Source: an optimization exercise on an open RTL-to-GDS flow (aim: small area, a short achievable clock period and few clock cycles per item). Production flows keep margins and buffers that such runs may drop.
Only simulation tests tie the RTL to the original design; equivalence was not proved.
Power is estimated from default activity; no workload was simulated.

// ignition_advance_curve_lookup
module ignition_advance_curve_lookup (
  input  logic        clk,
  input  logic        rst,
  input  logic        write_enable,
  input  logic [1:0]  write_index,
  input  logic [15:0] write_data,
  input  logic        in_valid,
  output logic        in_stall,
  input  logic [15:0] engine_speed,
  output logic        out_valid,
  input  logic        out_stall,
  output logic [11:0] spark_advance,
  output logic [1:0]  speed_region
);
clock: 7.0 ns
lec_check: 0
abc_area: 1
cap_margin: 20
core_margin: 2
core_utilization: 40
setup_slack_margin: 3.3
slew_margin: 20
run.sh (not shown) runs the stock make flow with config.mk's settings and CLKGATE_MAP_FILE= SYNTH_SCRIPT=/design/flow/synth_recipe.tcl, a recipe that flattens the netlist after the stock synthesis.
Testbench counts at the start, summed over its fixed seeds: cycles 9,640, items 9,600.
Rerun with:
--- a/flow/config.mk
+++ b/flow/config.mk
@@ -11,3 +11,3 @@
 export CORE_UTILIZATION = 40
-export SETUP_SLACK_MARGIN = 3.3
+export SETUP_SLACK_MARGIN = 3.9
 export SLEW_MARGIN = 20
The changed run completed without violations.
Power is higher by about a fifth.
Final area climbs by roughly a tenth.
Setup slack gets better by 0.18 ns.
Fmax grows by a few percent.
Combinational power climbs by a quarter to a third.
Sequential share of layout area shrinks by 3.3 points.
Rerun with:
--- a/flow/config.mk
+++ b/flow/config.mk
@@ -11,3 +11,4 @@
 export CORE_UTILIZATION = 40
-export SETUP_SLACK_MARGIN = 3.9
+export PLACE_DENSITY = 0.7
+export SETUP_SLACK_MARGIN = 3.6
 export SLEW_MARGIN = 20
Effect: The changed run finished clean; utilization went down by 4.2 points; count of clock-buffer cells in the layout went up by 1; setup slack got worse by 0.038 ns; synthesized cell count is unchanged; final area went down by a little under a tenth; register-to-register slack got worse by 0.04 ns; global-route usage went down by 1.1 points.
Rerun with:
--- a/flow/config.mk
+++ b/flow/config.mk
@@ -11,3 +11,2 @@
 export CORE_UTILIZATION = 40
-export PLACE_DENSITY = 0.7
 export SETUP_SLACK_MARGIN = 3.6
Power hardly moves.
Worst hold slack stays flat.
Design area is about the same.
Maximum frequency hardly moves.
Critical path depth is lower by 14.
Non-clock buffer count went down by 2.
Clock skew fell by 0.0052 ns.
First-iteration DRC count shrinks by 27%.
Final cell count stays flat.
Count of clock-buffer cells in the layout is unchanged.
Rerun with:
--- a/flow/config.mk
+++ b/flow/config.mk
@@ -7,3 +7,2 @@
 export LEC_CHECK = 0
-export ABC_AREA = 1
 export CAP_MARGIN = 20
@@ -11,3 +10,3 @@
 export CORE_UTILIZATION = 40
-export SETUP_SLACK_MARGIN = 3.6
+export SETUP_SLACK_MARGIN = 3.3
 export SLEW_MARGIN = 20
Synthesized area is lower by about 3.2%.
Die area falls by about 3%.
Sequential power barely changes.
Register-to-register slack gets worse by 0.33 ns.
Cell count drops by about 15%.
Via count is lower by about 10%.
Hold slack improved by 0.0053 ns.
Total power decreases by about 3%.
Non-clock buffer count went up by 20.
Clock-buffer cell count went down by 1.
Utilization increases by 0.98 points.
Rerun with:
--- a/flow/config.mk
+++ b/flow/config.mk
@@ -10,3 +10,3 @@
 export CORE_UTILIZATION = 40
-export SETUP_SLACK_MARGIN = 3.3
+export SETUP_SLACK_MARGIN = 3.8
 export SLEW_MARGIN = 20
=> The changed run finished with timing, DRC and antenna clean; worst setup slack improved by 0.015 ns; clock power falls by 3.8%; count of clock-buffer cells in the layout rises by 2; cell count rises by 1.8%; total power rises by 1.7%; via count rises by 2.4%.

========
Another version of the RTL of ignition_advance_curve_lookup (not shown whole).
Size in the first run: ~1300 cells after synthesis, roughly 180 flip-flops.
export LEC_CHECK = 0
export ABC_AREA = 1
export CAP_MARGIN = 20
export CORE_MARGIN = 2
export CORE_UTILIZATION = 40
export SETUP_SLACK_MARGIN = 3.9
export SLEW_MARGIN = 20
create_clock -name core_clock -period 7.0 [get_ports {clk}]
Testbench counts at the start, summed over its fixed seeds: cycles 9,640, items 9,600.
Rerun with:
--- a/flow/config.mk
+++ b/flow/config.mk
@@ -10,4 +10,4 @@
 export CORE_MARGIN = 2
 export CORE_UTILIZATION = 40
-export SETUP_SLACK_MARGIN = 3.9
+export SETUP_SLACK_MARGIN = 4.3
 export SLEW_MARGIN = 20
What happened: Sequential share of layout area drops by 1.5 points; total power climbs by 6.3%; setup slack is better by 30 ps; worst hold slack is about the same.

========
ignition_advance_curve_lookup with an RTL version that a note above also has.
Size: about 1200 cells after synthesis, ~150 flip-flops, about 55 I/O pins, ~0.0095 mm² of cells after synthesis.
// ignition_advance_curve_lookup
module ignition_advance_curve_lookup (
  input  logic        clk,
  input  logic        rst,
  input  logic        write_enable,
  input  logic [1:0]  write_index,
  input  logic [15:0] write_data,
  input  logic        in_valid,
  output logic        in_stall,
  input  logic [15:0] engine_speed,
  output logic        out_valid,
  input  logic        out_stall,
  output logic [11:0] spark_advance,
  output logic [1:0]  speed_region
);
  logic [11:0] cranking_advance;
  logic [11:0] top_advance;
  logic [15:0] cranking_speed_limit;
  always_ff @(posedge clk) begin
    if (rst) begin
      cranking_advance     <= 12'd50;
      top_advance          <= 12'd350;
      cranking_speed_limit <= 16'd500;
    end else if (write_enable) begin
      case (write_index)
        2'd0: cranking_advance     <= write_data[11:0];
        2'd1: top_advance          <= write_data[11:0];
        2'd2: cranking_speed_limit <= write_data;
        default: ;
      endcase
    end
  end
  logic        en;
  logic [15:0] s;
  assign en       = !(out_valid && out_stall);
  assign in_stall = !en;
  assign s        = engine_speed;
  logic [13:0] s14;
  logic [3:0]  seg;
  logic [1:0]  region;
  assign s14 = s[13:0];    
  always_comb begin
    seg = 4'd0;
    if (s14 >= 14'd1067) seg = 4'd1;
    if (s14 >= 14'd2134) seg = 4'd2;
    if (s14 >= 14'd3200) seg = 4'd3;
    if (s14 >= 14'd4267) seg = 4'd4;
    if (s14 >= 14'd5334) seg = 4'd5;
    if (s14 >= 14'd6400) seg = 4'd6;
    if (s14 >= 14'd7467) seg = 4'd7;
    if (s14 >= 14'd8534) seg = 4'd8;
    if (s14 >= 14'd9600) seg = 4'd9;
    if (s14 >= 14'd10667) seg = 4'd10;
    if (s14 >= 14'd11734) seg = 4'd11;
    if (s14 >= 14'd12800) seg = 4'd12;
    if (s14 >= 14'd13867) seg = 4'd13;
    if (s14 >= 14'd14934) seg = 4'd14;
  end
  always_comb begin
    if (s < cranking_speed_limit)  region = 2'd0;
    else if (s >= 16'd16000)       region = 2'd2;
    else                           region = 2'd1;
  end
  logic        a_valid;
  logic [3:0]  a_seg;
  ...
clock: 7.0 ns
lec_check: 0
abc_area: 1
cap_margin: 20
core_margin: 2
core_utilization: 40
setup_slack_margin: 3.0
slew_margin: 20
Testbench counts at the start, summed over its fixed seeds: cycles 9,640, items 9,600.
Rerun with:
- ABC_AREA: 1 -> unset
- CTS_BUF_LIST: unset -> sky130_fd_sc_hd__clkbuf_4 sky130_fd_sc_hd__clkbuf_8
- CTS_CLUSTER_SIZE: unset -> 40
- SETUP_SLACK_MARGIN: 3.0 -> 3.3
Outcome:
- worst hold slack gets better by 0.0079 ns
- cell area is lower slightly
- total power falls by a few percent
Rerun with:
- CORE_UTILIZATION: 40 -> 60
- CTS_BUF_LIST: sky130_fd_sc_hd__clkbuf_4 sky130_fd_sc_hd__clkbuf_8 -> unset
- CTS_CLUSTER_SIZE: 40 -> unset
Result:
- clock skew stays flat
- worst hold slack is about the same
- critical path depth stays the same
- count of clock-buffer cells in the layout is unchanged
- combinational power stays flat
- area after synthesis is unchanged
- cell area shrinks by 0.48%
- worst setup slack stays flat
- routed wire length rose by 1.6%
- global-route usage is higher by 9.2 points
- total power went up by 3.7%

==> static timing again, ports no longer ideal <==
No port has a modelled driver above. Below, the same layouts with a new extraction and two added sets of constraints. Step 1 sets driving cells, clkbuf_16 on the clock port and buf_2 on the other inputs (assumed; they add their load-dependent delay and slew). Step 2 moves the port delays by t, midway between the first and last clock arrival at a register: inputs arrive t later, outputs are due t later. That takes back most of the time a late clock gives input paths. a / b / c = no drivers / after step 1 / after step 2; a / b = the first two.
run | t, ns | setup slack, ns | hold slack, ns | worst setup path at the end | cell pins on the clock port's net
the first run of note 1 | 0.464 | 3.491 / 3.491 / 3.073 | 0.418 / 0.418 / 0.418 | input to register | 1
the second run of note 1 | 0.479 | 3.667 / 3.667 / 3.582 | 0.419 / 0.419 / 0.419 | input to register | 1
the third run of note 1 | 0.471 | 3.629 / 3.629 / 3.351 | 0.416 / 0.416 / 0.416 | input to register | 1
the fourth run of note 1 | 0.465 | 3.630 / 3.598 / 3.396 | 0.418 / 0.418 / 0.418 | input to register | 1
the fifth run of note 1 | 0.476 | 3.357 / 3.357 / 3.002 | 0.423 / 0.423 / 0.423 | input to register | 1
the sixth run of note 1 | 0.476 | 3.371 / 3.371 / 3.371 | 0.420 / 0.420 / 0.420 | register to register | 1
the first run of note 2 | 0.479 | 4.059 / 4.046 / 3.597 | 0.425 / 0.425 / 0.425 | input to register | 1
the second run of note 2 | 0.479 | 4.089 / 4.089 / 3.961 | 0.426 / 0.426 / 0.426 | input to register | 1
the first run of note 3 | 0.466 | 3.072 / 3.046 / 2.903 | 0.421 / 0.421 / 0.421 | input to register | 1
the second run of note 3 | 0.498 | 3.257 / 3.257 / 2.877 | 0.429 / 0.429 / 0.429 | input to register | 1
the third run of note 3 | 0.471 | 3.260 / 3.260 / 2.943 | 0.427 / 0.427 / 0.427 | input to register | 1
After both steps setup and hold are still met in every run listed. For the first run of note 2, which loses most, drivers alone change the setup slack by -0.013 ns; drivers and shift together by -0.462 ns.
